Source: an optimization exercise on an open RTL-to-GDS flow (aim: small area, a short achievable clock period and few clock cycles). Production flows keep margins and buffers that such runs may drop.
No run shown here included a check of the RTL's function; only the layout flow was run.
Power and IR drop assume default switching activity.

## run.sh

```bash
#!/bin/bash
# synth_recipe.tcl (not shown) runs the flow's synth.tcl, then flattens the netlist and writes it again
# the make line also repeats each setting of config.mk as NAME=value (left out here)
make -C /OpenROAD-flow-scripts/flow DESIGN_CONFIG=/design/flow/config.mk WORK_HOME=/design/flow/orfs CLKGATE_MAP_FILE= SYNTH_SCRIPT=/design/flow/synth_recipe.tcl finish
```

## config.mk

```make
export PLATFORM = sky130hd
export DESIGN_NAME = text_to_integer_any_base
export DESIGN_NICKNAME = text_to_integer_any_base
export VERILOG_FILES = /design/flow/design.v
export SDC_FILE = /design/flow/constraint.sdc
export NUM_CORES = 4
export LEC_CHECK = 0
export CAP_MARGIN = 20
export CORE_MARGIN = 2
export CORE_UTILIZATION = 40
export PLACE_DENSITY = 0.6
export SLEW_MARGIN = 20
```

## constraint.sdc

```tcl
create_clock -name core_clock -period 8.0 [get_ports {clk}]
set_input_delay 1.6000 -clock core_clock [delete_from_list [all_inputs] [get_ports {clk}]]
set_output_delay 1.6000 -clock core_clock [all_outputs]
set_load 0.01 [all_outputs]
```

## design.v

```verilog
`default_nettype none
package tti_pkg;
    localparam int MAX_DIGITS  = 16;
    localparam int ALPHA_SLOTS = 16;
    localparam int CHAR_W    = 8;
    localparam int LEN_W     = 5;
    localparam int VALUE_W   = 32;
    localparam int DIGIT_W   = 4;
    localparam int CFG_W     = 64;
    localparam int ADDR_W    = 5;
    localparam int REG_IDX_W = 2;
    localparam logic [REG_IDX_W-1:0] REG_DIGITS_LOW  = 2'd0;
    localparam logic [REG_IDX_W-1:0] REG_DIGITS_HIGH = 2'd1;
    localparam logic [REG_IDX_W-1:0] REG_BASE_LENGTH = 2'd2;
    localparam logic [CHAR_W-1:0] CHAR_NUL   = 8'h00;
    localparam logic [CHAR_W-1:0] CHAR_TAB   = 8'h09;
    localparam logic [CHAR_W-1:0] CHAR_CR    = 8'h0D;
    localparam logic [CHAR_W-1:0] CHAR_SPACE = 8'h20;
    localparam logic [CHAR_W-1:0] CHAR_PLUS  = 8'h2B;
    localparam logic [CHAR_W-1:0] CHAR_MINUS = 8'h2D;
    function automatic logic is_space(input logic [CHAR_W-1:0] c);
        is_space = (c == CHAR_SPACE) || ((c >= CHAR_TAB) && (c <= CHAR_CR));
    endfunction
    function automatic logic is_reserved(input logic [CHAR_W-1:0] c);
        is_reserved = (c == CHAR_NUL) || (c == CHAR_PLUS) || (c == CHAR_MINUS) || is_space(c);
    endfunction
endpackage
`default_nettype wire
`default_nettype none
module text_to_integer_any_base
(
    input  wire logic                             clk,
    input  wire logic                             rst_n,
    input  wire logic                             s_tvalid,
    output logic                                  s_tready,
    input  wire logic [7:0]                       s_tdata,    
    input  wire logic                             s_tlast,    
    output logic                                  m_tvalid,
    input  wire logic                             m_tready,
    output logic [31:0]                           m_tdata,    
    output logic                                  m_tuser,    
    input  wire logic                             psel,
    input  wire logic                             penable,
    input  wire logic                             pwrite,
    input  wire logic [tti_pkg::ADDR_W-1:0]       paddr,
    input  wire logic [tti_pkg::CFG_W-1:0]        pwdata,
    output logic [tti_pkg::CFG_W-1:0]             prdata,
    output logic                                  pready
);
    localparam logic [1:0] PH_SPACE  = 2'd0;
    localparam logic [1:0] PH_SIGN   = 2'd1;
    localparam logic [1:0] PH_DIGIT  = 2'd2;
    localparam logic [1:0] PH_FROZEN = 2'd3;
    logic [63:0] lo_q;
    logic [63:0] hi_q;
    logic [4:0]  len_q;
    logic        lo_v;
    logic        hi_v;
    logic        len_v;
    logic        rd_lo;
    logic        rd_hi;
    logic        rd_len;
    logic        cfg_write;
    logic [1:0]  cfg_idx;
    assign pready    = 1'b1;
    assign cfg_write = psel && penable && pwrite;
    assign cfg_idx   = paddr[4:3];
    always_ff @(posedge clk)
    begin
        if (cfg_write && (cfg_idx == tti_pkg::REG_DIGITS_LOW))
            lo_q <= pwdata;
        if (cfg_write && (cfg_idx == tti_pkg::REG_DIGITS_HIGH))
            hi_q <= pwdata;
        if (cfg_write && (cfg_idx == tti_pkg::REG_BASE_LENGTH))
            len_q <= pwdata[4:0];
        rd_lo  <= (cfg_idx == tti_pkg::REG_DIGITS_LOW)  && lo_v;
        rd_hi  <= (cfg_idx == tti_pkg::REG_DIGITS_HIGH) && hi_v;
        rd_len <= (cfg_idx == tti_pkg::REG_BASE_LENGTH) && len_v;
    end
    always_ff @(posedge clk or negedge rst_n)
    begin
        if (!rst_n)
        begin
            lo_v  <= 1'b0;
            hi_v  <= 1'b0;
            len_v <= 1'b0;
        end
        else if (cfg_write)
        begin
            if (cfg_idx == tti_pkg::REG_DIGITS_LOW)
                lo_v <= 1'b1;
            if (cfg_idx == tti_pkg::REG_DIGITS_HIGH)
                hi_v <= 1'b1;
            if (cfg_idx == tti_pkg::REG_BASE_LENGTH)
                len_v <= 1'b1;
        end
    end
    assign prdata = ({64{rd_lo}} & lo_q) | ({64{rd_hi}} & hi_q) |
                    {59'd0, {5{rd_len}} & len_q};
    logic       busy;        
    logic [3:0] cnt;         
    logic       ok_q;        
    logic [7:0]  alpha [16];
    logic [7:0]  a_sel;
    logic [7:0]  c;
    logic [15:0] in_range;
    logic [15:0] m;
    logic [3:0]  enc;
    logic        c_nul;
    logic        c_space;
    logic        c_minus;
    logic        c_plus;
    logic        c_hit;
    logic [3:0]  c_d;
    always_comb
    begin
        for (int i = 0; i < 8; i++)
        begin
            alpha[i]     = lo_q[i*8 +: 8];
            alpha[i + 8] = hi_q[i*8 +: 8];
        end
    end
    assign a_sel = alpha[cnt];
    assign c     = busy ? a_sel : s_tdata;
    always_comb
    begin
        enc = '0;
        for (int i = 0; i < 16; i++)
        begin
            in_range[i] = (5'(i) < len_q);
            m[i]        = in_range[i] && (alpha[i] == c);
            if (m[i])
                enc = enc | 4'(i);
        end
    end
    assign c_nul   = (c == tti_pkg::CHAR_NUL);
    assign c_space = tti_pkg::is_space(c);
    assign c_minus = (c == tti_pkg::CHAR_MINUS);
    assign c_plus  = (c == tti_pkg::CHAR_PLUS);
    assign c_hit   = |m;
    assign c_d     = enc;
    logic        slot_bad;
    logic        len_bad;
    assign slot_bad = in_range[cnt] &&
                      (c_nul || c_space || c_minus || c_plus || |(m & ~(16'd1 << cnt)));
    assign len_bad  = !len_v || !lo_v || (len_q < 5'd2) || (len_q > 5'd16) ||
                      ((len_q > 5'd8) && !hi_v);
    always_ff @(posedge clk or negedge rst_n)
    begin
        if (!rst_n)
        begin
            busy <= 1'b0;
            ok_q <= 1'b0;
        end
        else if (cfg_write)
        begin
            busy <= 1'b1;
            ok_q <= 1'b1;
        end
        else if (busy)
        begin
            if (slot_bad || len_bad)
                ok_q <= 1'b0;
            if (cnt == 4'd15)
                busy <= 1'b0;
        end
    end
    always_ff @(posedge clk)
    begin
        if (cfg_write)
            cnt <= 4'd0;
        else if (busy)
            cnt <= cnt + 4'd1;
    end
    typedef struct packed {
        logic       last;
        logic       nul;
        logic       space;
        logic       minus;
        logic       plus;
        logic       hit;
        logic [3:0] d;
    } beat_t;
    beat_t in_b;
    beat_t main_b;
    beat_t skid_b;
    logic  main_v;
    logic  skid_v;
    logic  out_v;
    logic  fire;
    logic  in_hs;
    assign in_b     = {s_tlast, c_nul, c_space, c_minus, c_plus, c_hit, c_d};
    assign s_tready = !skid_v;
    assign in_hs    = s_tvalid && !skid_v;
    assign fire     = main_v && (!out_v || m_tready);
    always_ff @(posedge clk)
    begin
        if (!skid_v)
            skid_b <= in_b;
        if (!main_v || fire)
            main_b <= skid_v ? skid_b : in_b;
    end
    always_ff @(posedge clk or negedge rst_n)
    begin
        if (!rst_n)
        begin
            main_v <= 1'b0;
            skid_v <= 1'b0;
        end
        else if (!main_v || fire)
        begin
            main_v <= skid_v || in_hs;
            skid_v <= 1'b0;
        end
        else if (in_hs)
            skid_v <= 1'b1;
    end
    logic [1:0]  phase_q;
    logic [1:0]  phase_n;
    logic        neg_q;
    logic        neg_n;
    logic [31:0] acc_q;
    logic [31:0] acc_n;
    logic        acc_we;
    logic        pre;
    logic        dig;
    logic        hit;
    logic        xo;                    
    logic [31:0] ta;
    logic [31:0] tb;
    logic [31:0] tc;
    logic [31:0] sum;
    assign pre = !phase_q[1];
    assign dig = (phase_q == PH_DIGIT);
    assign hit = main_b.hit;
    always_comb
    begin
        phase_n = phase_q;
        neg_n   = neg_q;
        if (phase_q != PH_FROZEN)
        begin
            if (main_b.nul)
                phase_n = PH_FROZEN;
            else if ((phase_q == PH_SPACE) && main_b.space)
                phase_n = PH_SPACE;
            else if (pre && main_b.minus)
            begin
                phase_n = PH_SIGN;
                neg_n   = !neg_q;
            end
            else if (pre && main_b.plus)
                phase_n = PH_SIGN;
            else if (hit && ok_q)
                phase_n = PH_DIGIT;
            else
                phase_n = PH_FROZEN;
        end
    end
    logic        ra1, ra2, ra3, ra4, rb1, rb2, rb1n, rcp, rcn;
    logic [4:0]  rkn;                   
    logic        rkp;                   
    logic        ra1_n, ra2_n, ra3_n, ra4_n, rb1_n, rb2_n, rb1n_n, rcp_n, rcn_n;
    always_comb
    begin
        ra1_n = 1'b0; ra2_n = 1'b0; ra3_n = 1'b0; ra4_n = 1'b0;
        rb1_n = 1'b0; rb2_n = 1'b0; rb1n_n = 1'b0;
        rcp_n = 1'b0; rcn_n = 1'b0;
        unique case (len_q)
            5'd2:  begin ra1_n = 1'b1; end
            5'd3:  begin ra1_n = 1'b1; rcp_n = 1'b1; end
            5'd4:  begin ra2_n = 1'b1; end
            5'd5:  begin ra2_n = 1'b1; rcp_n = 1'b1; end
            5'd6:  begin ra2_n = 1'b1; rb1_n = 1'b1; end
            5'd7:  begin ra3_n = 1'b1; rcn_n = 1'b1; end
            5'd8:  begin ra3_n = 1'b1; end
            5'd9:  begin ra3_n = 1'b1; rcp_n = 1'b1; end
            5'd10: begin ra3_n = 1'b1; rb1_n = 1'b1; end
            5'd11: begin ra3_n = 1'b1; rb1_n = 1'b1; rcp_n = 1'b1; end
            5'd12: begin ra3_n = 1'b1; rb2_n = 1'b1; end
            5'd13: begin ra3_n = 1'b1; rb2_n = 1'b1; rcp_n = 1'b1; end
            5'd14: begin ra4_n = 1'b1; rb1n_n = 1'b1; end
            5'd15: begin ra4_n = 1'b1; rcn_n = 1'b1; end
            5'd16: begin ra4_n = 1'b1; end
            default: ;
        endcase
    end
    always_ff @(posedge clk)
    begin
        ra1  <= ra1_n;
        ra2  <= ra2_n;
        ra3  <= ra3_n;
        ra4  <= ra4_n;
        rb1  <= rb1_n;
        rb2  <= rb2_n;
        rb1n <= rb1n_n;
        rcp  <= rcp_n;
        rcn  <= rcn_n;
        rkn  <= (len_q - 5'd1) + {4'd0, rb1n_n || rcn_n};
        rkp  <= rb1n_n || rcn_n;
    end
    logic        gh;                    
    logic        gn;                    
    logic        hv;                    
    logic [4:0]  kp;
    logic [31:0] s1;
    logic [31:0] c1;
    logic [31:0] s2;
    logic [31:0] c2;
    logic [31:0] pv;                    
    assign hv  = hit && ok_q;
    assign gh  = dig && hit;
    assign gn  = dig && !hit;
    assign ta  = ({32{ra1}} & {acc_q[30:0], 1'b0}) | ({32{ra2}} & {acc_q[29:0], 2'b0}) |
                 ({32{ra3}} & {acc_q[28:0], 3'b0}) | ({32{ra4}} & {acc_q[27:0], 4'b0});
    assign tb  = ({32{rb1}} & {acc_q[30:0], 1'b0}) | ({32{rb2}} & {acc_q[29:0], 2'b0}) |
                 ({32{rb1n}} & ~{acc_q[30:0], 1'b0});
    assign tc  = ({32{rcp}} & acc_q) | ({32{rcn}} & ~acc_q);
    assign kp  = {1'b0, main_b.d} + (neg_q ? rkn : {4'd0, rkp});
    assign s1  = ta ^ tb ^ tc;
    assign c1  = {(ta[30:0] & tb[30:0]) | (ta[30:0] & tc[30:0]) | (tb[30:0] & tc[30:0]), 1'b0};
    assign s2  = s1 ^ c1 ^ {27'd0, kp};
    assign c2  = {(s1[30:0] & c1[30:0]) | (s1[30:0] & {26'd0, kp}) | (c1[30:0] & {26'd0, kp}),
                  1'b0};
    assign sum = s2 + c2;
    assign pv  = !hv ? 32'd0 :
                 !neg_q ? {28'd0, main_b.d} :
                 (main_b.d == 4'd0) ? 32'hFFFF_FFFF : {28'd0, main_b.d - 4'd1};
    assign xo  = neg_q && (hv ? main_b.last : dig);
    assign acc_n  = (gh ? sum : gn ? acc_q : pv) ^ {32{xo}};
    assign acc_we = fire && (phase_q != PH_FROZEN);
    always_ff @(posedge clk)
    begin
        if (acc_we)
            acc_q <= acc_n;
    end
    always_ff @(posedge clk or negedge rst_n)
    begin
        if (!rst_n)
        begin
            phase_q <= PH_SPACE;
            neg_q   <= 1'b0;
            out_v   <= 1'b0;
        end
        else
        begin
            if (fire)
            begin
                if (main_b.last)
                begin
                    phase_q <= PH_SPACE;
                    neg_q   <= 1'b0;
                end
                else
                begin
                    phase_q <= phase_n;
                    neg_q   <= neg_n;
                end
            end
            if (fire && main_b.last)
                out_v <= 1'b1;
            else if (m_tready)
                out_v <= 1'b0;
        end
    end
    assign m_tvalid = out_v;
    assign m_tdata  = acc_q;
    assign m_tuser  = ok_q;
endmodule
`default_nettype wire
```

==> reports/metrics.cfg, run 1 <==
[finish]
syn2layout_area_growth_pct = 18.1
layout.cells.non_filler = 2264
diodes = 0
drive_gt1_share_pct = 8.08
design_area_um2 = 19500
nNetsFinal = 1904

[routing]
wirelength_um = 52300
drcViolationCount = 0
drt_iter0_drc = 1792
routedWlPerCell_um = 23.1
vias = 13800
drt_first_pass_iters = 6
ant_nets = 0
viasPerCell = 6.08

[logic_synthesis]
ys_top_cells_by_area = edfxtp_1 32%, ha_1 5.4%, xnor2_1 5.3%
ys_warn_count = 2
synth_seq_cells = 227
synthAdderAreaFrac_pct = 9.77
ys_seq_area_share_pct = 38.5
synth_top_area_cell = edfxtp_1
synth-xor-area-share_pct = 10.3
syn_inst = 1611
ys_types = 80
synth-main-ff-cell = edfxtp_1
muxShareOfSynthArea_pct = 4.44
yosys.cell_count.top_type = edfxtp_1
synth_top_family_by_area = compound AO/OA/AOI/OAI gates
synth_compound_area_share_pct = 20.2
async_flop_share_pct = 4.85
synth.avg_cell_area_um2 = 10.2
synthSimpleGateAreaFrac_pct = 11.6
ys_top_cells_by_count = 175 x edfxtp_1, 111 x nand2_1, 100 x xnor2_1, 90 x xor2_1, 85 x clkbuf_1
synth.net_count = 1803
synth_edf_count = 175
netlist_area_um2 = 16500
synth_top_area_share_pct = 31.9

[floorplan]
io_pins = 185
chipWidth_um = 207
row_count = 74
die_h_um = 207
start_util_pct = 40.4
core_um2 = 40700
dieArea_um2 = 42800

[setup_path]
critical_path_class = reg2reg
reg2reg_depth = 17
path_cells = mux2_2 > ha_1 > fa_1 > xor2_1 > fa_1 > ha_1 > a21o_1 > a21o_1 > a2111oi_2 > o21ai_0 > a2bb2oi_1 > a31o_2 > nor4b_1 > o311ai_1 > xnor2_1 > o21ai_0 > xnor2_1
cp_max_fo = 16
critPathArrivalTime_ns = 6.15
critPathSlowestCell = dfrtp_1
critPathBufInv = 0
endpoint_kind = flop
r2r_slack_ns = 2.11
reg2reg_from = neg_q
critPathTopFamily = compound AO/OA/AOI/OAI gates
reg2reg_to = acc_q[30]
cp.required_ns = 8.26
critical-path-max-stage-delay_ns = 0.70
endpoint = acc_q[30]
start_kind = flop
cp_num_cells = 17
crit_path_start = neg_q

[hold_path]
hold_class = reg2reg

[timing]
fmax_mhz = 170
rsz0062_at_grt = false
fin_crit_sh_pct = 73.6
relSlewSlack_pct = 36.1
worst_pin_slew_ns = 0.949
fin_skew_ns = 0.0297
drv_slew = 0
final.min_clock_period_ns = 5.89
setup_viol = 0
fin_tns_setup_ns = 0
hold_viol_final = 0
fin_ws_ns = 2.11

[grt]
grt_max_degree = 66
grt_pass1_vias = 13100
overflow = 0
antenna_found_initial = 0
grt_usage_pct = 24.2
grt_pass1_wl_um = 79400

[cts]
clk_latency_ns = 0.56
cts-root-buf = clkbuf_16
cts_made_buffers = 26
cts_buffer_depth = 3
holdBufCountCts = 0
clkTransAtPathRegs_ns = 0.06
h-tree-depth = 1
cts.sinks = 227
cts_tree = built
cts_setup_buffers = 0
cts_resized = 0

[power_and_ir_drop]
p_switching_mw = 2.88
p_leak_nw = 7.46
seqPwrFrac_pct = 26.9
ir_worst_vdd_v = 0.000209
power_frac_clock_pct = 18.4
p_int_mw = 3.61
p_sw_share_pct = 44.4
combPwrFrac_pct = 54.7
p_per_area_nw_per_um2 = 333
power_mw = 6.49

[place]
place_inst = 2215
dp_hpwl_um = 37200
dp_slack_ns = 2.20
placed_area_um2 = 18600
port-buffer-count = 180
globalplace.congestion = 0.991

[run_status]
status = no timing/DRC/antenna violations

[job]
drv_cap = 0

[layout by cell type (no fill, tap or decap), types with 22 or more instances in the layout]
| cell type | instances |
|---|---|
| a21oi_1 | 80 |
| a221o_1 | 22 |
| a221oi_1 | 25 |
| a22o_1 | 69 |
| a22oi_1 | 64 |
| buf_4 | 28 |
| clkbuf_16 | 27 |
| clkdlybuf4s50_1 | 180 |
| dfxtp_1 | 37 |
| edfxtp_1 | 175 |
| fa_1 | 36 |
| ha_1 | 71 |
| inv_1 | 52 |
| mux2_2 | 33 |
| mux2i_1 | 36 |
| nand2_1 | 110 |
| nand3_1 | 38 |
| nand4_1 | 24 |
| nor2_1 | 58 |
| nor2b_1 | 37 |
| nor3_1 | 26 |
| o21ai_0 | 62 |
| xnor2_1 | 100 |
| xor2_1 | 90 |
[logic make-up after synthesis]
group           count (synthesis)
simple gates                  379
fa+ha+maj                     107
other cells                     1
compound gates                447
flops                         227
buf+inv                       189
xor+xnor                      192
mux                            69
[worst register-to-register path, cell delays in order, from the launching register on]
cell       delay (ns)
dfrtp_1          0.70
mux2_2           0.41
ha_1             0.20
fa_1             0.41
xor2_1           0.20
fa_1             0.48
ha_1             0.29
a21o_1           0.16
a21o_1           0.22
a2111oi_2        0.47
o21ai_0          0.29
a2bb2oi_1        0.26
a31o_2           0.29
nor4b_1          0.50
o311ai_1         0.23
xnor2_1          0.18
o21ai_0          0.21
xnor2_1          0.09
[worst min-delay path by stage]
| stage | startpoint | endpoint | cells after the start |
|---|---|---|---|
| after floorplan | ra1_n | ra1 | 0 |
| after global placement | rb2_n | rb2 | 0 |
| after detailed placement | rb2_n | rb2 | 0 |
| after CTS | rb2_n | rb2 | 0 |
| after global routing | ra4_n | ra4 | 0 |
| final | rcp_n | rcp | 0 |
[final cells by class]
| class | instances | area [um2] |
|---|---|---|
| repair buffers | 209 | 2040 |
| clock inverters | 11 | 106 |
| inverters | 53 | 199 |
| multi-input cells | 1195 | 9340 |
| flip-flops and latches | 227 | 6360 |
| well taps | 532 | 666 |
| clock buffers | 37 | 757 |
| fillers | 3819 | 21300 |
[power by group through the flow]
stage                     combinational [mW]  clock, mW  sequential (mW)
after floorplan                         2.74          0             1.59
after global placement                  3.38          0             1.76
after detailed placement                3.43          0             1.76
after CTS                               3.45       1.22             1.74
after global routing                    3.83       1.26             1.77
final                                   3.55       1.19             1.75
[flip-flops by register name, summed over array words and instances, names as in the netlist, 2 cells and up]
register	count
hi_q	64
lo_q	64
acc_q	32
main_b	10
skid_b	10
len_q	5
rkn	5
cnt	4
phase_q	2
[per-stage QoR]
stage          hold slack (ns)  utilization (%)
2_1_floorplan            0.310                -
3_3_place_gp             0.311             45.6
3_5_place_dp             0.312             45.6
4_1_cts                  0.327             47.7
5_1_grt                  0.330             47.8
6_report                 0.326             47.8
[metal layers]
metal	up-vias	track usage (%)	part of all wire, %
met2	723	36.5	44
met3	90	3.53	9.2
met1	6718	35.8	44
met4	0	7.50	2.8
li1	6225	-	-
met5	-	0	0
==> run 2: changes to the inputs <==
--- a/config.mk
+++ b/config.mk
@@ -9,4 +9,6 @@
 export CORE_MARGIN = 2
 export CORE_UTILIZATION = 40
 export PLACE_DENSITY = 0.6
+export SETUP_SLACK_MARGIN = 5
 export SLEW_MARGIN = 20
+export TNS_END_PERCENT = 5
==> run 2 against run 1 <==
  * Clock skew down 0.019 ns
  * Critical path type unchanged
  * Power up 23%
  * Via count up 5.9%
  * Flip-flop and latch count unchanged
  * Non-clock buffer count up 131
  * Area after synthesis unchanged
  * Critical endpoint unchanged
  * Setup slack better by 1.2 ns
  * Largest cell class unchanged
  * Clock power up 6%
  * Wire length up 8.0%
  * Maximum frequency up 26%
  * Synthesized cell count unchanged
==> reports/metrics.cfg, run 2 <==
[run_status]
status = no timing/DRC/antenna violations

[floorplan]
chipWidth_um = 207  ; unchanged
row_count = 74  ; unchanged
start_util_pct = 40.4  ; unchanged
die_h_um = 207  ; unchanged
core_um2 = 40700  ; unchanged
io_pins = 185  ; unchanged
dieArea_um2 = 42800  ; unchanged

[place]
dp_hpwl_um = 37400  ; +0.66%
port-buffer-count = 180  ; unchanged
globalplace.congestion = 0.961  ; -3.0%

[routing]
ant_nets = 0  ; unchanged
vias = 14600  ; +5.9%
drt_first_pass_iters = 8  ; +2
wirelength_um = 56500  ; +8.0%
viasPerCell = 6.08  ; about the same
routedWlPerCell_um = 23.6  ; +2.1%
drt_iter0_drc = 1816  ; +1.3%
drcViolationCount = 0  ; unchanged

[timing]
hold_slack_ns = 0.316  ; -0.00974 ns
hold_viol_final = 0  ; unchanged
fmax_mhz = 214  ; +26%
setup_viol = 0  ; unchanged
fin_skew_ns = 0.0108  ; -0.0190 ns
drv_slew = 0  ; unchanged
final.min_clock_period_ns = 4.68  ; -1.21 ns
relSlewSlack_pct = 35.3  ; -0.79 points
rsz0062_at_grt = true
fin_tns_setup_ns = 0  ; unchanged
worst_pin_slew_ns = 0.966  ; +0.0164 ns
fin_crit_sh_pct = 58.4  ; -15 points

[power_and_ir_drop]
p_per_area_nw_per_um2 = 372  ; +12%
p_leak_nw = 8.39  ; +12%
ir_worst_vdd_v = 0.000237  ; +13%

[logic_synthesis]
synth.net_count = 1803  ; unchanged
ys_seq_area_share_pct = 38.5  ; unchanged
ys_types = 80  ; unchanged
syn_inst = 1611  ; unchanged
netlist_area_um2 = 16500  ; unchanged
synth-main-ff-cell = edfxtp_1
async_flop_share_pct = 4.85  ; unchanged
ys_top_cells_by_area = edfxtp_1 32%, ha_1 5.4%, xnor2_1 5.3%
yosys.cell_count.top_type = edfxtp_1
synth-xor-area-share_pct = 10.3  ; unchanged
muxShareOfSynthArea_pct = 4.44  ; unchanged
synth.avg_cell_area_um2 = 10.2  ; unchanged
synthSimpleGateAreaFrac_pct = 11.6  ; unchanged
synthAdderAreaFrac_pct = 9.77  ; unchanged
synth_seq_cells = 227  ; unchanged
synth_top_area_cell = edfxtp_1
ys_warn_count = 2  ; unchanged
synth_top_area_share_pct = 31.9  ; unchanged
ys_top_cells_by_count = 175 x edfxtp_1, 111 x nand2_1, 100 x xnor2_1, 90 x xor2_1, 85 x clkbuf_1
synth_top_family_by_area = compound AO/OA/AOI/OAI gates
synth_edf_count = 175  ; unchanged
synth_compound_area_share_pct = 20.2  ; unchanged

[cts]
clk_latency_ns = 0.54  ; -0.02 ns
cts_made_buffers = 25  ; -3.8%
cts_buffer_depth = 3  ; unchanged
h-tree-depth = 1  ; unchanged
cts.sinks = 227  ; unchanged
cts_tree = built
clkTransAtPathRegs_ns = 0.06  ; about the same
cts-root-buf = clkbuf_16

[hold_path]
min_from = ra3_n
whs_path_depth = 0  ; unchanged
hold_class = reg2reg
worstHoldEndpoint = ra3

[finish]
drive_gt1_share_pct = 18.9  ; +11 points
nNetsFinal = 2036  ; +6.9%
n_fill_cell = 3623  ; -5.1%
syn2layout_area_growth_pct = 30.3
diodes = 0  ; unchanged
seqCellArea_um2 = 6380  ; +0.37%
reg.largest.list = hi_q: 64 flops, lo_q: 64 flops, acc_q: 32 flops
final_util_pct = 52.7  ; +4.9 points
layout_common_cells = 175 x edfxtp_1, 175 x clkdlybuf4s50_1, 116 x buf_4, 109 x nand2_1, 95 x xnor2_1
multiInputGateArea_um2 = 9890  ; +5.9%

[grt]
grt_max_degree = 66  ; unchanged
overflow = 0  ; unchanged
grt_pass1_vias = 13400  ; +2.9%
grt_pass1_wl_um = 81600  ; +2.7%
antenna_found_initial = 0  ; unchanged
grt_usage_pct = 24.8  ; +0.52 points

[setup_path]
r2r_slack_ns = 3.32  ; +1.21 ns
critPathArrivalTime_ns = 4.95  ; -1.20 ns
critical_path_class = reg2reg
start_kind = flop
reg2reg_to = acc_q[30]
critical-path-max-stage-delay_ns = 0.48  ; -0.22 ns
cp.required_ns = 8.28  ; +0.02 ns
critPathSlowestCell = fa_1
path_cells = mux2_4 > ha_4 > fa_2 > a21o_1 > a21oi_2 > xor2_2 > fa_1 > ha_4 > a2111oi_4 > o21ai_2 > a2bb2oi_4 > a31o_4 > nor4b_4 > o311ai_2 > xnor2_1 > o21ai_1 > xnor2_1
reg2reg_from = neg_q
endpoint_kind = flop
reg2reg_depth = 17  ; unchanged
cp_max_fo = 3  ; -13

[job]
drv_cap = 0  ; unchanged

run 2: cell counts after synthesis:
Identical to the previous run, type by type.
run 2: worst max-delay path: cells and delay by family, from the launching register on:
family | cells | cell delay, ns
compound gates | 8 | 1.59
simple gates | 1 | 0.26
xor+xnor | 3 | 0.51
flops | 1 | 0.46
mux | 1 | 0.33
fa+ha+maj | 4 | 1.27
run 2: final cells by class:
cell class                 count  share of cell area, %
tap                          532                   3.10
inverter                      53                   1.00
clock inverter                 9                  0.536
multi-input combinational   1197                   46.1
clock buffer                  37                   3.72
sequential                   227                   29.7
timing repair buffer         340                   15.8
run 2: worst max-delay path by stage:
stage           from   endpoint  slack [ns]  cells after the start
6_report       neg_q  acc_q[30]        3.32                     17
3_3_place_gp     ra3  acc_q[30]        2.75                     15
5_1_grt        neg_q  acc_q[30]        3.20                     17
3_5_place_dp   neg_q  acc_q[29]        2.78                     18
4_1_cts        neg_q  acc_q[30]        3.30                     17
2_1_floorplan  neg_q  acc_q[30]        3.41                     19
run 2: repair_timing:
| item | CTS | global route |
|---|---|---|
| endpoints found under the setup margin | 288 | 293 |
| cloned | 0 | 9 |
| buffers inserted | 21 | 103 |
| pin swaps | 37 | 60 |
| gates resized for setup | 47 | 117 |
| hold buffers | 0 | 0 |
run 2: power breakdown:
group | internal [mW] | total [mW] | switching [mW] | leakage, nW
Clock | 0.763 | 1.26 | 0.492 | 0.450
Combinational | 2.41 | 4.97 | 2.57 | 5.84
Sequential | 1.46 | 1.76 | 0.295 | 2.10
Total | 4.63 | 7.99 | 3.35 | 8.39
run 2: metal layers:
| layer | global-route usage, % | wire, um | vias up |
|---|---|---|---|
| li1 | - | - | 6498 |
| met4 | 5.83 | 1720 | 0 |
| met2 | 37.9 | 25000 | 799 |
| met1 | 36.8 | 24600 | 7139 |
| met5 | 0 | 0 | - |
| met3 | 3.59 | 5190 | 130 |
run 2: logic make-up after synthesis:
logic type               after synthesis
AO/OA/AOI/OAI                        447
AND/OR/NAND/NOR                      379
flip-flops                           227
XOR/XNOR                             192
buffers and inverters                189
adder cells (fa/ha/maj)              107
multiplexers                          69
other                                  1
run 2: metrics by stage:
stage	setup slack, ns	power, mW	instances	area, um2
6_report	3.32	7.99	2395	21500
5_1_grt	3.20	8.34	2395	21500
4_1_cts	3.30	6.60	2283	19900
3_5_place_dp	2.78	5.23	2216	18700
3_3_place_gp	2.75	5.19	2216	18700
2_1_floorplan	3.41	4.36	1611	16600
==> run 3: changes to the inputs <==
--- a/design.v
+++ b/design.v
@@ -57,8 +57,8 @@
     logic        lo_v;
     logic        hi_v;
     logic        len_v;
-    logic        rd_lo;
-    logic        rd_hi;
+    logic [3:0]  rd_lo;       
+    logic [3:0]  rd_hi;
     logic        rd_len;
     logic        cfg_write;
     logic [1:0]  cfg_idx;
@@ -73,9 +73,15 @@
             hi_q <= pwdata;
         if (cfg_write && (cfg_idx == tti_pkg::REG_BASE_LENGTH))
             len_q <= pwdata[4:0];
-        rd_lo  <= (cfg_idx == tti_pkg::REG_DIGITS_LOW)  && lo_v;
-        rd_hi  <= (cfg_idx == tti_pkg::REG_DIGITS_HIGH) && hi_v;
-        rd_len <= (cfg_idx == tti_pkg::REG_BASE_LENGTH) && len_v;
+        rd_lo[0] <= (cfg_idx == tti_pkg::REG_DIGITS_LOW) && lo_v;
+        rd_lo[1] <= (cfg_idx == tti_pkg::REG_DIGITS_LOW) && lo_v && psel;
+        rd_lo[2] <= (cfg_idx == tti_pkg::REG_DIGITS_LOW) && lo_v && !penable;
+        rd_lo[3] <= (cfg_idx == tti_pkg::REG_DIGITS_LOW) && lo_v && psel && !penable;
+        rd_hi[0] <= (cfg_idx == tti_pkg::REG_DIGITS_HIGH) && hi_v;
+        rd_hi[1] <= (cfg_idx == tti_pkg::REG_DIGITS_HIGH) && hi_v && psel;
+        rd_hi[2] <= (cfg_idx == tti_pkg::REG_DIGITS_HIGH) && hi_v && !penable;
+        rd_hi[3] <= (cfg_idx == tti_pkg::REG_DIGITS_HIGH) && hi_v && psel && !penable;
+        rd_len   <= (cfg_idx == tti_pkg::REG_BASE_LENGTH) && len_v;
     end
     always_ff @(posedge clk or negedge rst_n)
     begin
@@ -95,8 +101,12 @@
                 len_v <= 1'b1;
         end
     end
-    assign prdata = ({64{rd_lo}} & lo_q) | ({64{rd_hi}} & hi_q) |
-                    {59'd0, {5{rd_len}} & len_q};
+    always_comb
+    begin
+        for (int i = 0; i < 64; i++)
+            prdata[i] = (rd_lo[i / 16] && lo_q[i]) || (rd_hi[i / 16] && hi_q[i]);
+        prdata[4:0] = prdata[4:0] | ({5{rd_len}} & len_q);
+    end
     logic       busy;        
     logic [3:0] cnt;         
     logic       ok_q;        
@@ -225,7 +235,8 @@
     logic        pre;
     logic        dig;
     logic        hit;
-    logic        xo;                    
+    logic        dgt_q;                 
+    logic        oneg_q;                
     logic [31:0] ta;
     logic [31:0] tb;
     logic [31:0] tc;
@@ -259,6 +270,7 @@
     logic        ra1, ra2, ra3, ra4, rb1, rb2, rb1n, rcp, rcn;
     logic [4:0]  rkn;                   
     logic        rkp;                   
+    logic [4:0]  kc_q;                  
     logic        ra1_n, ra2_n, ra3_n, ra4_n, rb1_n, rb2_n, rb1n_n, rcp_n, rcn_n;
     always_comb
     begin
@@ -297,6 +309,7 @@
         rcn  <= rcn_n;
         rkn  <= (len_q - 5'd1) + {4'd0, rb1n_n || rcn_n};
         rkp  <= rb1n_n || rcn_n;
+        kc_q <= neg_q ? rkn : {4'd0, rkp};
     end
     logic        gh;                    
     logic        gn;                    
@@ -315,7 +328,7 @@
     assign tb  = ({32{rb1}} & {acc_q[30:0], 1'b0}) | ({32{rb2}} & {acc_q[29:0], 2'b0}) |
                  ({32{rb1n}} & ~{acc_q[30:0], 1'b0});
     assign tc  = ({32{rcp}} & acc_q) | ({32{rcn}} & ~acc_q);
-    assign kp  = {1'b0, main_b.d} + (neg_q ? rkn : {4'd0, rkp});
+    assign kp  = {1'b0, main_b.d} + kc_q;
     assign s1  = ta ^ tb ^ tc;
     assign c1  = {(ta[30:0] & tb[30:0]) | (ta[30:0] & tc[30:0]) | (tb[30:0] & tc[30:0]), 1'b0};
     assign s2  = s1 ^ c1 ^ {27'd0, kp};
@@ -325,13 +338,14 @@
     assign pv  = !hv ? 32'd0 :
                  !neg_q ? {28'd0, main_b.d} :
                  (main_b.d == 4'd0) ? 32'hFFFF_FFFF : {28'd0, main_b.d - 4'd1};
-    assign xo  = neg_q && (hv ? main_b.last : dig);
-    assign acc_n  = (gh ? sum : gn ? acc_q : pv) ^ {32{xo}};
-    assign acc_we = fire && (phase_q != PH_FROZEN);
+    assign acc_n  = gh ? sum : pv;
+    assign acc_we = fire && (pre || gh);
     always_ff @(posedge clk)
     begin
         if (acc_we)
             acc_q <= acc_n;
+        if (fire && main_b.last)
+            oneg_q <= neg_q && (dgt_q || (pre && hv));
     end
     always_ff @(posedge clk or negedge rst_n)
     begin
@@ -339,6 +353,7 @@
         begin
             phase_q <= PH_SPACE;
             neg_q   <= 1'b0;
+            dgt_q   <= 1'b0;
             out_v   <= 1'b0;
         end
         else
@@ -349,11 +364,14 @@
                 begin
                     phase_q <= PH_SPACE;
                     neg_q   <= 1'b0;
+                    dgt_q   <= 1'b0;
                 end
                 else
                 begin
                     phase_q <= phase_n;
                     neg_q   <= neg_n;
+                    if (pre && hv)
+                        dgt_q <= 1'b1;
                 end
             end
             if (fire && main_b.last)
@@ -363,7 +381,7 @@
         end
     end
     assign m_tvalid = out_v;
-    assign m_tdata  = acc_q;
+    assign m_tdata  = acc_q ^ {32{oneg_q}};
     assign m_tuser  = ok_q;
 endmodule
 `default_nettype wire
==> run 3 against run 2 <==
  * Critical path type unchanged
  * Still clean
  * Design area up 11%
  * Core utilization about the same
  * Clock power about the same
  * Power up 15%
  * Count of clock-buffer cells in the layout down 1
  * Largest power group unchanged
  * Die area up 11%
  * Hold slack better by 0.0072 ns
  * Critical path depth unchanged
==> reports/metrics.cfg, run 3 <==
[setup_path]
critPathArrivalTime_ns = 5.09  ; +0.14 ns
cp.required_ns = 8.28  ; about the same
critical_path_class = reg2reg
endpoint_kind = flop
start_kind = flop
cp_max_fo = 5  ; +2

[logic_synthesis]
synth.avg_cell_area_um2 = 9.63  ; -5.8%
async_flop_share_pct = 5.00  ; +0.15 points
syn_inst = 1899  ; +18%
yosys.cell_count.top_type = edfxtp_1
ys_warn_count = 2  ; unchanged
synth_top_area_share_pct = 28.9  ; -3.0 points
ys_types = 96  ; +20%
netlist_area_um2 = 18300  ; +11%
synth_seq_cells = 240  ; +5.7%
synth-main-ff-cell = edfxtp_1
ys_seq_area_share_pct = 36.2  ; -2.3 points
synth.net_count = 2091  ; +16%
ys_top_cells_by_area = edfxtp_1 29%, dfxtp_1 5.7%, ha_1 4.9%
ys_top_cells_by_count = 176 x edfxtp_1, 129 x nand2_1, 111 x clkbuf_1, 95 x nor2_1, 85 x a21oi_1
synth_edf_count = 176  ; +0.57%
synth_top_area_cell = edfxtp_1

[floorplan]
chipWidth_um = 218  ; +5.3%
start_util_pct = 40.4  ; -0.041 points
dieArea_um2 = 47500  ; +11%
die_h_um = 218  ; +5.3%
core_um2 = 45300  ; +11%
io_pins = 185  ; unchanged
row_count = 78  ; +5.4%

[cts]
clk_latency_ns = 0.56  ; +0.02 ns
cts_made_buffers = 26  ; +4.0%
cts-root-buf = clkbuf_16
clkTransAtPathRegs_ns = 0.06  ; about the same
cts_tree = built
cts_buffer_depth = 3  ; unchanged
cts.sinks = 240  ; +5.7%
h-tree-depth = 1  ; unchanged

[place]
port-buffer-count = 180  ; unchanged
place_inst = 2553  ; +15%
globalplace.congestion = 1.05  ; +9.6%
dp_hpwl_um = 59400  ; +59%
placed_area_um2 = 20600  ; +10%

[routing]
viasPerCell = 6.55  ; +7.8%
vias = 18100  ; +24%
ant_nets = 0  ; unchanged
drcViolationCount = 0  ; unchanged
drt_iter0_drc = 2063  ; +14%
wirelength_um = 84600  ; +50%
routedWlPerCell_um = 30.7  ; +30%
drt_first_pass_iters = 7  ; -1

[finish]
reg.largest.list = hi_q: 64 flops, lo_q: 64 flops, acc_q: 32 flops
syn2layout_area_growth_pct = 30.5
final_common_cell = edfxtp_1
design_area_um2 = 23900  ; +11%
layout_common_cells = 176 x edfxtp_1, 172 x clkdlybuf4s50_1, 145 x buf_4, 127 x nand2_1, 85 x nor2_1
layout.cells.non_filler = 2755  ; +15%
drive_gt1_share_pct = 21.1  ; +2.1 points
nNetsFinal = 2325  ; +14%

[timing]
worst_pin_slew_ns = 1.13  ; +0.163 ns
fin_crit_sh_pct = 60.1  ; +1.7 points
fin_skew_ns = 0.00926  ; -0.00150 ns
relSlewSlack_pct = 24.6  ; -11 points
rsz0062_at_grt = true
setup_viol = 0  ; unchanged
fin_tns_setup_ns = 0  ; unchanged
fmax_mhz = 208  ; -2.8%
hold_viol_final = 0  ; unchanged
drv_slew = 0  ; unchanged
final.min_clock_period_ns = 4.81  ; +0.135 ns

[power_and_ir_drop]
combPwrFrac_pct = 67.5  ; +5.2 points
power_frac_clock_pct = 13.8  ; -1.9 points
p_per_area_nw_per_um2 = 385  ; +3.6%
p_leak_nw = 9.34  ; +11%
p_switching_mw = 4.37  ; +30%
ir_worst_vdd_v = 0.000259  ; +9.5%
power_mw = 9.20  ; +15%
p_sw_share_pct = 47.5  ; +5.5 points
seqPwrFrac_pct = 18.7  ; -3.3 points
p_int_mw = 4.83  ; +4.2%

[grt]
grt_max_degree = 60  ; -9.1%
grt_pass1_wl_um = 123000  ; +50%
grt_pass1_vias = 18000  ; +34%
overflow = 0  ; unchanged
grt_usage_pct = 35.1  ; +10 points
antenna_found_initial = 1  ; +1

[run_status]
status = no timing/DRC/antenna violations

[hold_path]
hold_class = reg2reg

[job]
drv_cap = 0  ; unchanged

==> run 3: cell count changes after synthesis, sizes merged, moves of 11 or more <==
| cell | before | now |
|---|---|---|
| nand2 | 111 | 129 |
| nor2 | 58 | 95 |
| mux2i | 36 | 23 |
| clkbuf | 85 | 111 |
| a22oi | 64 | 78 |
| xor2 | 92 | 64 |
| nand3b | 4 | 16 |
| o21ai | 63 | 82 |
| a21o | 15 | 28 |
| nor3 | 27 | 42 |
| xnor2 | 100 | 61 |
| inv | 52 | 72 |
| dfxtp | 41 | 52 |
| o22ai | 7 | 21 |
==> run 3: cells by family after synthesis <==
group | share of synthesized area [%]
AO/OA/AOI/OAI | 25.6
AND/OR/NAND/NOR | 14.4
other | 0.0205
multiplexers | 3.78
flip-flops | 36.2
buffers and inverters | 5.25
XOR/XNOR | 5.98
adder cells (fa/ha/maj) | 8.79
==> run 3: worst max-delay path, stage by stage (launching register included) <==
cell and delay, ns:
edfxtp_1 0.46, buf_6 0.18, a221o_1 0.31, fa_1 0.47
fa_1 0.56, inv_1 0.06, fa_2 0.36, nor2b_4 0.14
o21ai_2 0.09, a21o_1 0.20, a221oi_4 0.32, o211ai_1 0.22
o2111a_2 0.34, o31ai_4 0.30, a2111o_1 0.21, a31oi_2 0.10
xnor2_1 0.15, o21ai_1 0.07
==> run 3: layer usage <==
layer / wire [um] / GRT usage [%]
met5: 7 / 0
met4: 6390 / 22.3
met3: 7070 / 6.25
met2: 39000 / 57.5
met1: 32100 / 42.6
==> run 3: worst paths after layout <==
path | startpoint | to | slack [ns] | depth (start not counted)
worst min register to register | ra4_n | ra4 | 0.32 | 0
min in group asynchronous | rst_n | len_v | 1.48 | 1
worst max-delay path | acc_q[0] | acc_q[31] | 3.19 | 17
worst min-delay path | ra4_n | ra4 | 0.32 | 0
worst max register to register | acc_q[0] | acc_q[31] | 3.19 | 17
max in group asynchronous | rst_n | busy | 5.97 | 1
==> run 3: timing repair <==
action | CTS | global route
cloned | 2 | 1
setup buffers | 141 | 8
hold buffers | 0 | 0
gates resized for setup | 245 | 26
hold endpoints to repair | 0 | 0
endpoints found under the setup margin | 280 | 281
pin swaps | 67 | 16
==> run 3: area by class of cell <==
| cell class | instances | area, um2 |
|---|---|---|
| inverters | 72 | 284 |
| repair buffers | 371 | 3610 |
| flip-flops and latches | 240 | 6670 |
| well taps | 600 | 751 |
| clock inverters | 12 | 140 |
| clock buffers | 36 | 771 |
| fillers | 4159 | 21400 |
| multi-input cells | 1422 | 11600 |
| diodes | 2 | 5.00 |
==> run 3: power by group through the flow <==
| stage | registers, mW | logic [mW] | clock network, mW |
|---|---|---|---|
| 6_report | 1.72 | 6.21 | 1.27 |
| 5_1_grt | 1.74 | 6.37 | 1.34 |
| 3_3_place_gp | 1.74 | 4.37 | 0 |
| 3_5_place_dp | 1.75 | 4.34 | 0 |
| 4_1_cts | 1.72 | 5.89 | 1.29 |
| 2_1_floorplan | 1.54 | 2.86 | 0 |
==> run 3: stage by stage <==
| stage | worst slack, ns | util (%) | hold slack, ns |
|---|---|---|---|
| 3_5_place_dp | 2.12 | 45.5 | 0.312 |
| 6_report | 3.19 | 52.7 | 0.323 |
| 4_1_cts | 3.17 | 52.3 | 0.326 |
| 2_1_floorplan | 3.65 | - | 0.310 |
| 3_3_place_gp | 2.12 | 45.5 | 0.313 |
| 5_1_grt | 3.02 | 52.7 | 0.331 |
==> run 4: changes to the inputs <==
--- a/design.v
+++ b/design.v
@@ -107,6 +107,10 @@
             prdata[i] = (rd_lo[i / 16] && lo_q[i]) || (rd_hi[i / 16] && hi_q[i]);
         prdata[4:0] = prdata[4:0] | ({5{rd_len}} & len_q);
     end
+    logic [7:0] iq_d;
+    logic       iq_last;
+    logic       iq_v;
+    logic       s_rdy;
     logic       busy;        
     logic [3:0] cnt;         
     logic       ok_q;        
@@ -131,7 +135,7 @@
         end
     end
     assign a_sel = alpha[cnt];
-    assign c     = busy ? a_sel : s_tdata;
+    assign c     = busy ? a_sel : iq_d;
     always_comb
     begin
         enc = '0;
@@ -199,15 +203,42 @@
     logic  out_v;
     logic  fire;
     logic  in_hs;
-    assign in_b     = {s_tlast, c_nul, c_space, c_minus, c_plus, c_hit, c_d};
-    assign s_tready = !skid_v;
-    assign in_hs    = s_tvalid && !skid_v;
-    assign fire     = main_v && (!out_v || m_tready);
+    logic  main_free;
+    logic  main_v_n;
+    logic  skid_v_n;
+    logic  iq_v_n;
+    assign in_b      = {iq_last, c_nul, c_space, c_minus, c_plus, c_hit, c_d};
+    assign s_tready  = s_rdy;
+    assign in_hs     = s_tvalid && s_rdy;
+    assign fire      = main_v && (!out_v || m_tready);
+    assign main_free = !main_v || fire;
+    always_comb
+    begin
+        if (main_free)
+        begin
+            main_v_n = skid_v || iq_v;
+            skid_v_n = skid_v && iq_v;
+        end
+        else
+        begin
+            main_v_n = 1'b1;
+            skid_v_n = skid_v || iq_v;
+        end
+        if (s_rdy)
+            iq_v_n = in_hs;
+        else
+            iq_v_n = iq_v && !main_free && skid_v;
+    end
     always_ff @(posedge clk)
     begin
-        if (!skid_v)
+        if (s_rdy)
+        begin
+            iq_d    <= s_tdata;
+            iq_last <= s_tlast;
+        end
+        if (!skid_v || main_free)
             skid_b <= in_b;
-        if (!main_v || fire)
+        if (main_free)
             main_b <= skid_v ? skid_b : in_b;
     end
     always_ff @(posedge clk or negedge rst_n)
@@ -216,14 +247,16 @@
         begin
             main_v <= 1'b0;
             skid_v <= 1'b0;
+            iq_v   <= 1'b0;
+            s_rdy  <= 1'b1;
         end
-        else if (!main_v || fire)
+        else
         begin
-            main_v <= skid_v || in_hs;
-            skid_v <= 1'b0;
+            main_v <= main_v_n;
+            skid_v <= skid_v_n;
+            iq_v   <= iq_v_n;
+            s_rdy  <= !(main_v_n && skid_v_n && iq_v_n);
         end
-        else if (in_hs)
-            skid_v <= 1'b1;
     end
     logic [1:0]  phase_q;
     logic [1:0]  phase_n;
@@ -235,8 +268,7 @@
     logic        pre;
     logic        dig;
     logic        hit;
-    logic        dgt_q;                 
-    logic        oneg_q;                
+    logic        xo;                    
     logic [31:0] ta;
     logic [31:0] tb;
     logic [31:0] tc;
@@ -338,14 +370,13 @@
     assign pv  = !hv ? 32'd0 :
                  !neg_q ? {28'd0, main_b.d} :
                  (main_b.d == 4'd0) ? 32'hFFFF_FFFF : {28'd0, main_b.d - 4'd1};
-    assign acc_n  = gh ? sum : pv;
-    assign acc_we = fire && (pre || gh);
+    assign xo  = neg_q && (hv ? main_b.last : dig);
+    assign acc_n  = (gh ? sum : gn ? acc_q : pv) ^ {32{xo}};
+    assign acc_we = fire && (phase_q != PH_FROZEN);
     always_ff @(posedge clk)
     begin
         if (acc_we)
             acc_q <= acc_n;
-        if (fire && main_b.last)
-            oneg_q <= neg_q && (dgt_q || (pre && hv));
     end
     always_ff @(posedge clk or negedge rst_n)
     begin
@@ -353,7 +384,6 @@
         begin
             phase_q <= PH_SPACE;
             neg_q   <= 1'b0;
-            dgt_q   <= 1'b0;
             out_v   <= 1'b0;
         end
         else
@@ -364,14 +394,11 @@
                 begin
                     phase_q <= PH_SPACE;
                     neg_q   <= 1'b0;
-                    dgt_q   <= 1'b0;
                 end
                 else
                 begin
                     phase_q <= phase_n;
                     neg_q   <= neg_n;
-                    if (pre && hv)
-                        dgt_q <= 1'b1;
                 end
             end
             if (fire && main_b.last)
@@ -381,7 +408,7 @@
         end
     end
     assign m_tvalid = out_v;
-    assign m_tdata  = acc_q ^ {32{oneg_q}};
+    assign m_tdata  = acc_q;
     assign m_tuser  = ok_q;
 endmodule
 `default_nettype wire
--- a/config.mk
+++ b/config.mk
@@ -9,6 +9,4 @@
 export CORE_MARGIN = 2
 export CORE_UTILIZATION = 40
 export PLACE_DENSITY = 0.6
-export SETUP_SLACK_MARGIN = 5
 export SLEW_MARGIN = 20
-export TNS_END_PERCENT = 5
==> run 4 against run 3 <==
  * First-iteration DRC count is 8.2% higher
  * Final cell count is 3.7% lower
  * Setup slack worse by 1.2 ns
  * Critical path type unchanged
  * Highest routed layer is now met4
  * Wire length is 1.9% lower
  * Flip-flop and latch count is 9 higher
  * Largest power group unchanged
  * Sequential share of layout area is 3.8 points higher
  * Area after synthesis is 2.1% higher
  * Register-to-register slack worse by 1.2 ns
==> reports/metrics.cfg, run 4 <==
[timing]
fin_tns_setup_ns = 0  ; unchanged
rsz0062_at_grt = false
fin_crit_sh_pct = 74.9  ; +15 points
drv_slew = 0  ; unchanged
relSlewSlack_pct = 20.7  ; -3.9 points
setup_viol = 0  ; unchanged
worst_pin_slew_ns = 1.19  ; +0.0575 ns
final.min_clock_period_ns = 5.99  ; +1.18 ns
fmax_mhz = 167  ; -20%
hold_viol_final = 0  ; unchanged
fin_skew_ns = 0.0361  ; +0.0268 ns

[floorplan]
io_pins = 185  ; unchanged
chipWidth_um = 220  ; +1.0%
core_um2 = 46400  ; +2.4%
start_util_pct = 40.3  ; -0.11 points
dieArea_um2 = 48400  ; +2.0%
row_count = 79  ; +1.3%
die_h_um = 220  ; +1.0%

[power_and_ir_drop]
ir_worst_vdd_v = 0.000361  ; +39%
p_per_area_nw_per_um2 = 390  ; +1.3%
p_leak_nw = 8.37  ; -10%

[finish]
multiInputGateArea_um2 = 10800  ; -7.0%
nNetsFinal = 2214  ; -4.8%
reg.largest.list = hi_q: 64 flops, lo_q: 64 flops, acc_q: 32 flops
layout_common_cells = 194 x edfxtp_1, 180 x clkdlybuf4s50_1, 142 x nand2_1, 112 x a21oi_1, 96 x a22oi_1
seqCellArea_um2 = 6990  ; +4.9%
final_common_cell = edfxtp_1
layout.cells.non_filler = 2652  ; -3.7%
design_area_um2 = 22000  ; -7.7%
n_fill_cell = 4353  ; +4.7%
drive_gt1_share_pct = 9.34  ; -12 points
syn2layout_area_growth_pct = 17.9

[cts]
clk_latency_ns = 0.59  ; +0.03 ns
cts_tree = built
cts.sinks = 249  ; +3.8%
cts_setup_buffers = 0  ; -100%
h-tree-depth = 1  ; unchanged
clkTransAtPathRegs_ns = 0.06  ; about the same
holdBufCountCts = 0  ; unchanged
cts_buffer_depth = 3  ; unchanged
cts-root-buf = clkbuf_16
cts_made_buffers = 28  ; +7.7%
cts_resized = 0  ; -100%

[grt]
overflow = 0  ; unchanged
antenna_found_initial = 2  ; +1
grt_max_degree = 61  ; +1.7%
grt_pass1_vias = 16800  ; -6.8%
grt_usage_pct = 33.9  ; -1.1 points
grt_pass1_wl_um = 119000  ; -2.9%

[routing]
wirelength_um = 82900  ; -1.9%
routedWlPerCell_um = 31.3  ; +1.9%
drt_iter0_drc = 2232  ; +8.2%
viasPerCell = 6.61  ; +0.78%
ant_nets = 0  ; unchanged
vias = 17500  ; -3.0%
drt_first_pass_iters = 7  ; unchanged
drcViolationCount = 0  ; unchanged

[setup_path]
critPathArrivalTime_ns = 6.31  ; +1.22 ns
start_kind = flop
path_cells = a22oi_1 > fa_1 > inv_1 > fa_1 > fa_1 > a211oi_1 > o21bai_1 > a2111oi_0 > o41a_1 > o32ai_1 > nand2_1 > a31oi_1 > a31o_2 > a211oi_1 > a21oi_1 > xnor2_1
critPathBufInv = 1  ; -1
critPathSlowestCell = dfxtp_1
critical-path-max-stage-delay_ns = 0.79  ; +0.23 ns
cpMostUsedCell = fa_1
cp.required_ns = 8.32  ; +0.04 ns
critical_path_class = reg2reg
critPathTopFamily = compound AO/OA/AOI/OAI gates
endpoint_kind = flop
cp_max_fo = 16  ; +11

[place]
placed_area_um2 = 21100  ; +2.3%
port-buffer-count = 180  ; unchanged
place_inst = 2598  ; +1.8%
globalplace.congestion = 1.06  ; +0.60%
dp_hpwl_um = 60900  ; +2.5%

[logic_synthesis]
ys_types = 95  ; -1.0%
ys_top_cells_by_count = 194 x edfxtp_1, 143 x nand2_1, 114 x a21oi_1, 113 x clkbuf_1, 96 x a22oi_1
yosys.cell_count.top_type = edfxtp_1
ys_top_cells_by_area = edfxtp_1 31%, ha_1 4.8%, dfxtp_1 4.5%
synth.net_count = 2109  ; +0.86%
synth_top_area_share_pct = 31.2  ; +2.3 points
synth_edf_count = 194  ; +10%
netlist_area_um2 = 18700  ; +2.1%
synth-main-ff-cell = edfxtp_1
synth_seq_cells = 249  ; +3.8%
ys_seq_area_share_pct = 37.4  ; +1.2 points
async_flop_share_pct = 5.22  ; +0.22 points
synth.avg_cell_area_um2 = 9.74  ; +1.1%
synth_top_area_cell = edfxtp_1
syn_inst = 1917  ; +0.95%
ys_warn_count = 2  ; unchanged

[run_status]
status = no timing/DRC/antenna violations

[hold_path]
hold_class = reg2reg

[job]
drv_cap = 0  ; unchanged

==> run 4: cell types whose count changed in the layout (fill, tap and decap cells not counted), moves of 18 or more <==
| cell | before | now |
|---|---|---|
| mux2i_1 | 22 | 44 |
| edfxtp_1 | 176 | 194 |
| a22oi_1 | 75 | 96 |
| a21oi_1 | 82 | 112 |
| buf_4 | 145 | 54 |
| xor2_1 | 64 | 32 |
| buf_6 | 23 | 0 |
| xnor2_1 | 60 | 82 |
==> run 4: layout make-up <==
| cell class | instances | area share [%] |
|---|---|---|
| sequential | 249 | 31.8 |
| multi-input combinational | 1431 | 49.1 |
| timing repair buffer | 235 | 10.1 |
| inverter | 77 | 1.31 |
| tap | 607 | 3.45 |
| clock inverter | 17 | 0.705 |
| clock buffer | 35 | 3.48 |
| antenna | 1 | 0.0114 |
==> run 4: report_power, final <==
group | switching, mW | internal (mW) | leakage (nW)
combinational | 3.35 | 1.89 | 5.57
clock | 0.569 | 0.723 | 0.460
sequential | 0.418 | 1.65 | 2.34
==> run 4: logic make-up (layout without fill, tap and decap cells) <==
family | count (synthesis) | count (layout) | synth area share (%)
AND/OR/NAND/NOR | 489 | 489 | 13.4
adder cells (fa/ha/maj) | 110 | 110 | 8.78
flip-flops | 249 | 249 | 37.4
AO/OA/AOI/OAI | 628 | 628 | 24.8
multiplexers | 89 | 89 | 5.07
buffers and inverters | 237 | 364 | 5.18
other | 1 | 2 | 0.0201
XOR/XNOR | 114 | 114 | 5.35
==> run 4: path summary, 6_finish.rpt <==
check / from / endpoint / slack, ns / depth (start not counted)
max: ra1 / acc_q[31] / 2.01 / 16
min: rb2_n / rb2 / 0.33 / 0
max reg2reg: ra1 / acc_q[31] / 2.01 / 16
min reg2reg: rb2_n / rb2 / 0.33 / 0
max in group asynchronous: rst_n / ok_q / 6.12 / 1
min in group asynchronous: rst_n / out_v / 1.43 / 1
==> run 4: routing by layer <==
metal	wire (um)	part of all wire [%]	vias to the layer above	track usage, %
met2	38000	46	1051	54.3
met4	5160	6.2	0	18.9
met3	7000	8.4	242	6.31
li1	-	-	7579	-
met5	0	0	-	0
met1	32700	39	8647	43.2
==> run 4: through the flow <==
stage	utilization (%)	power, mW	worst slack (ns)	hold slack, ns
2_1_floorplan	-	5.16	0.888	0.310
3_3_place_gp	45.5	7.11	2.12	0.314
3_5_place_dp	45.5	7.10	2.08	0.312
4_1_cts	47.4	8.42	2.06	0.327
5_1_grt	47.5	8.95	1.74	0.330
6_report	47.5	8.60	2.01	0.325
==> run 5: changes to the inputs <==
--- a/config.mk
+++ b/config.mk
@@ -9,4 +9,6 @@
 export CORE_MARGIN = 2
 export CORE_UTILIZATION = 40
 export PLACE_DENSITY = 0.6
+export SETUP_SLACK_MARGIN = 5
 export SLEW_MARGIN = 20
+export TNS_END_PERCENT = 5
==> run 5 against run 4 <==
  * Largest cell class unchanged
  * Maximum frequency grew 21%
  * Count of clock-buffer cells in the layout grew 2
  * Flip-flop and latch count unchanged
==> reports/metrics.cfg, run 5 <==
[run_status]
status = no timing/DRC/antenna violations

[hold_path]
whs_path_depth = 0  ; unchanged
min_from = rcp_n
worstHoldEndpoint = rcp
hold_class = reg2reg

[timing]
drv_slew = 0  ; unchanged
fmax_mhz = 202  ; +21%
fin_crit_sh_pct = 61.9  ; -13 points
setup_viol = 0  ; unchanged
relSlewSlack_pct = 28.3  ; +7.6 points
fin_ws_ns = 3.05  ; +1.04 ns
final.min_clock_period_ns = 4.95  ; -1.04 ns
rsz0062_at_grt = true
hold_viol_final = 0  ; unchanged
fin_skew_ns = 0.0231  ; -0.0130 ns
fin_tns_setup_ns = 0  ; unchanged
worst_pin_slew_ns = 1.07  ; -0.115 ns

[setup_path]
reg2reg_to = acc_q[29]
reg2reg_depth = 16  ; unchanged
cp.required_ns = 8.32  ; about the same
endpoint_kind = flop
critical-path-max-stage-delay_ns = 0.53  ; -0.26 ns
cp_max_fo = 4  ; -12
critical_path_class = reg2reg
critPathArrivalTime_ns = 5.27  ; -1.04 ns
reg2reg_from = acc_q[0]
start_kind = flop
r2r_slack_ns = 3.05  ; +1.04 ns
critPathSlowestCell = fa_1
cpMostUsedCell = fa_1
path_cells = mux2_4 > fa_1 > fa_1 > ha_2 > fa_2 > a211oi_4 > o21bai_2 > a2111oi_4 > o41a_1 > o32ai_4 > nand2_2 > a31oi_4 > a31o_4 > or3_4 > a21oi_4 > xnor2_1

[power_and_ir_drop]
p_sw_share_pct = 47.2  ; -3.3 points
p_switching_mw = 5.12  ; +18%
seqPwrFrac_pct = 18.8  ; -5.2 points
p_int_mw = 5.72  ; +34%
p_per_area_nw_per_um2 = 437  ; +12%
ir_worst_vdd_v = 0.000256  ; -29%
combPwrFrac_pct = 68.0  ; +7.1 points
p_leak_nw = 9.55  ; +14%
power_frac_clock_pct = 13.2  ; -1.8 points
power_mw = 10.8  ; +26%

[finish]
reg.largest.list = hi_q: 64 flops, lo_q: 64 flops, acc_q: 32 flops
nNetsFinal = 2367  ; +6.9%
layout_common_cells = 194 x edfxtp_1, 180 x clkdlybuf4s50_1, 141 x nand2_1, 129 x buf_4, 96 x a21oi_1
syn2layout_area_growth_pct = 32.9
layout.cells.non_filler = 2807  ; +5.8%
drive_gt1_share_pct = 21.3  ; +12 points
final_common_cell = edfxtp_1

[routing]
drt_iter0_drc = 2697  ; +21%
vias = 18700  ; +6.8%
drcViolationCount = 0  ; unchanged
ant_nets = 0  ; unchanged
drt_first_pass_iters = 9  ; +2
routedWlPerCell_um = 30.5  ; -2.4%
viasPerCell = 6.66  ; +0.88%
wirelength_um = 85700  ; +3.3%

[cts]
clk_latency_ns = 0.60  ; about the same
cts-root-buf = clkbuf_16
cts_tree = built
cts_buffer_depth = 3  ; unchanged
h-tree-depth = 1  ; unchanged
clkTransAtPathRegs_ns = 0.06  ; about the same
cts_made_buffers = 30  ; +7.1%
cts.sinks = 249  ; unchanged

[grt]
grt_usage_pct = 35.1  ; +1.1 points
grt_max_degree = 66  ; +8.2%
grt_pass1_wl_um = 123000  ; +3.7%
overflow = 0  ; unchanged
grt_pass1_vias = 17800  ; +5.9%
antenna_found_initial = 4  ; +2

[logic_synthesis]
ys_seq_area_share_pct = 37.4  ; unchanged
syn_inst = 1917  ; unchanged
ys_types = 95  ; unchanged
async_flop_share_pct = 5.22  ; unchanged
yosys.cell_count.top_type = edfxtp_1
netlist_area_um2 = 18700  ; unchanged
ys_warn_count = 2  ; unchanged
synth-main-ff-cell = edfxtp_1
ys_top_cells_by_area = edfxtp_1 31%, ha_1 4.8%, dfxtp_1 4.5%
synth_top_area_share_pct = 31.2  ; unchanged
synth_top_area_cell = edfxtp_1
synth_seq_cells = 249  ; unchanged
synth.avg_cell_area_um2 = 9.74  ; unchanged
synth.net_count = 2109  ; unchanged
ys_top_cells_by_count = 194 x edfxtp_1, 143 x nand2_1, 114 x a21oi_1, 113 x clkbuf_1, 96 x a22oi_1
synth_edf_count = 194  ; unchanged

[place]
place_inst = 2591  ; -0.27%
dp_hpwl_um = 58200  ; -4.5%
dp_slack_ns = 2.57  ; +0.493 ns
globalplace.congestion = 1.07  ; +0.51%
port-buffer-count = 180  ; unchanged

[floorplan]
chipWidth_um = 220  ; unchanged
row_count = 79  ; unchanged
dieArea_um2 = 48400  ; unchanged
start_util_pct = 40.3  ; unchanged
io_pins = 185  ; unchanged
core_um2 = 46400  ; unchanged
die_h_um = 220  ; unchanged

[job]
drv_cap = 0  ; unchanged

## run 5: cell count changes in the layout (fill, tap and decap cells not counted), moves of 7 or more
| cell | delta |
|---|---|
| a2111oi_0 | -7 |
| a21oi_1 | -16 |
| a21oi_2 | +11 |
| a221oi_1 | -9 |
| a221oi_2 | +8 |
| buf_12 | +22 |
| buf_4 | +75 |
| buf_6 | +46 |
| ha_1 | -7 |
| nor4_1 | -7 |
| o21ai_0 | -10 |
## run 5: what timing repair did
| item | 4_1_cts | 5_1_grt |
|---|---|---|
| setup endpoints to repair | 287 | 287 |
| hold buffers | 0 | 0 |
| gates resized for setup | 234 | 33 |
| cloned | 7 | 0 |
| buffers inserted | 144 | 8 |
| hold endpoints to repair | 0 | 0 |
| pin swaps | 82 | 22 |
## run 5: worst max-delay path by stage
stage	startpoint	end	slack (ns)	depth (start not counted)
final	acc_q[0]	acc_q[29]	3.05	16
after global routing	acc_q[0]	acc_q[29]	2.86	16
after CTS	rcn	acc_q[29]	3.04	17
after detailed placement	cnt[0]	main_b[4]	2.57	14
after global placement	rb1n	acc_q[31]	2.25	16
after floorplan	acc_q[0]	acc_q[29]	3.22	17
## run 5: power by group through the flow
stage	sequential (mW)	combinational (mW)	clock (mW)
global route	2.07	7.58	1.50
CTS	2.02	6.95	1.45
finish	2.04	7.37	1.43
detailed placement	2.07	5.00	0
floorplan	1.81	3.36	0
global placement	2.06	5.01	0
## run 5: logic make-up (layout without fill, tap and decap cells)
kind of cell / count (synthesis) / in the layout / share of synthesized area (%)
other: 1 / 2 / 0.0201
DFF: 249 / 249 / 37.4
adders and majority gates: 110 / 110 / 8.78
muxes: 89 / 89 / 5.07
xor gates and xnor gates: 114 / 114 / 5.35
and+or+nand+nor: 489 / 489 / 13.4
AOI/OAI and AO/OA: 628 / 628 / 24.8
buffers and inverters: 237 / 519 / 5.18
## run 5: stage by stage
step	area (um2)	hold slack, ns	utilization (%)
floorplan	18800	0.310	-
global placement	21100	0.312	45.4
detailed placement	21100	0.312	45.5
CTS	24600	0.326	53.1
global route	24800	0.333	53.5
finish	24800	0.325	53.5
## run 5: final cells by class
type	instances	area, um2
well taps	607	759
clock inverters	19	213
multi-input cells	1431	11800
inverters	77	304
repair buffers	386	3940
clock buffers	37	827
flip-flops and latches	249	7020
diodes	1	2.50
fillers	4171	21500
## run 5: worst max-delay path, delay by kind of cell (launching register included)
family	cells	cell delay, ns
DFF	1	0.47
and+or+nand+nor	2	0.48
xor gates and xnor gates	1	0.07
AOI/OAI and AO/OA	8	1.78
muxes	1	0.34
adders and majority gates	4	1.53
## run 5: layer usage
layer  routed length (um)  global-route usage (%)
met5                    0                       0
met3                10500                    9.59
met2                35800                    50.9
met4                 5240                    17.3
met1                34200                    47.8

-- what the ideal ports hide --
No port has a modelled driver above. Below, the same layouts with a new extraction and two added sets of constraints.
Step 1, drivers: a clkbuf_16 drives clk and a buf_2 each remaining input, both assumed.
Step 2 also shifts input and output timing later by t, the mid clock arrival at the registers, as if the neighbouring blocks saw the same clock.
a / b / c = ideal ports / drivers / drivers and shift; a / b = the first two.
run | t (ns) | setup slack, ns | latest minus earliest clock arrival (ns) | worst register clock-pin slew, ns
run 1 | 0.606 | 2.110 / 2.110 / 2.110 | 0.035 / 0.034 | 0.07 / 0.07
run 2 | 0.593 | 3.325 / 3.325 / 3.325 | 0.011 / 0.010 | 0.07 / 0.07
run 3 | 0.610 | 3.190 / 3.190 / 3.190 | 0.009 / 0.010 | 0.06 / 0.06
run 4 | 0.638 | 2.006 / 2.006 / 2.006 | 0.038 / 0.038 | 0.07 / 0.07
run 5 | 0.646 | 3.050 / 3.050 / 3.050 | 0.026 / 0.026 | 0.08 / 0.08
After both steps setup and hold are still met in every run listed.
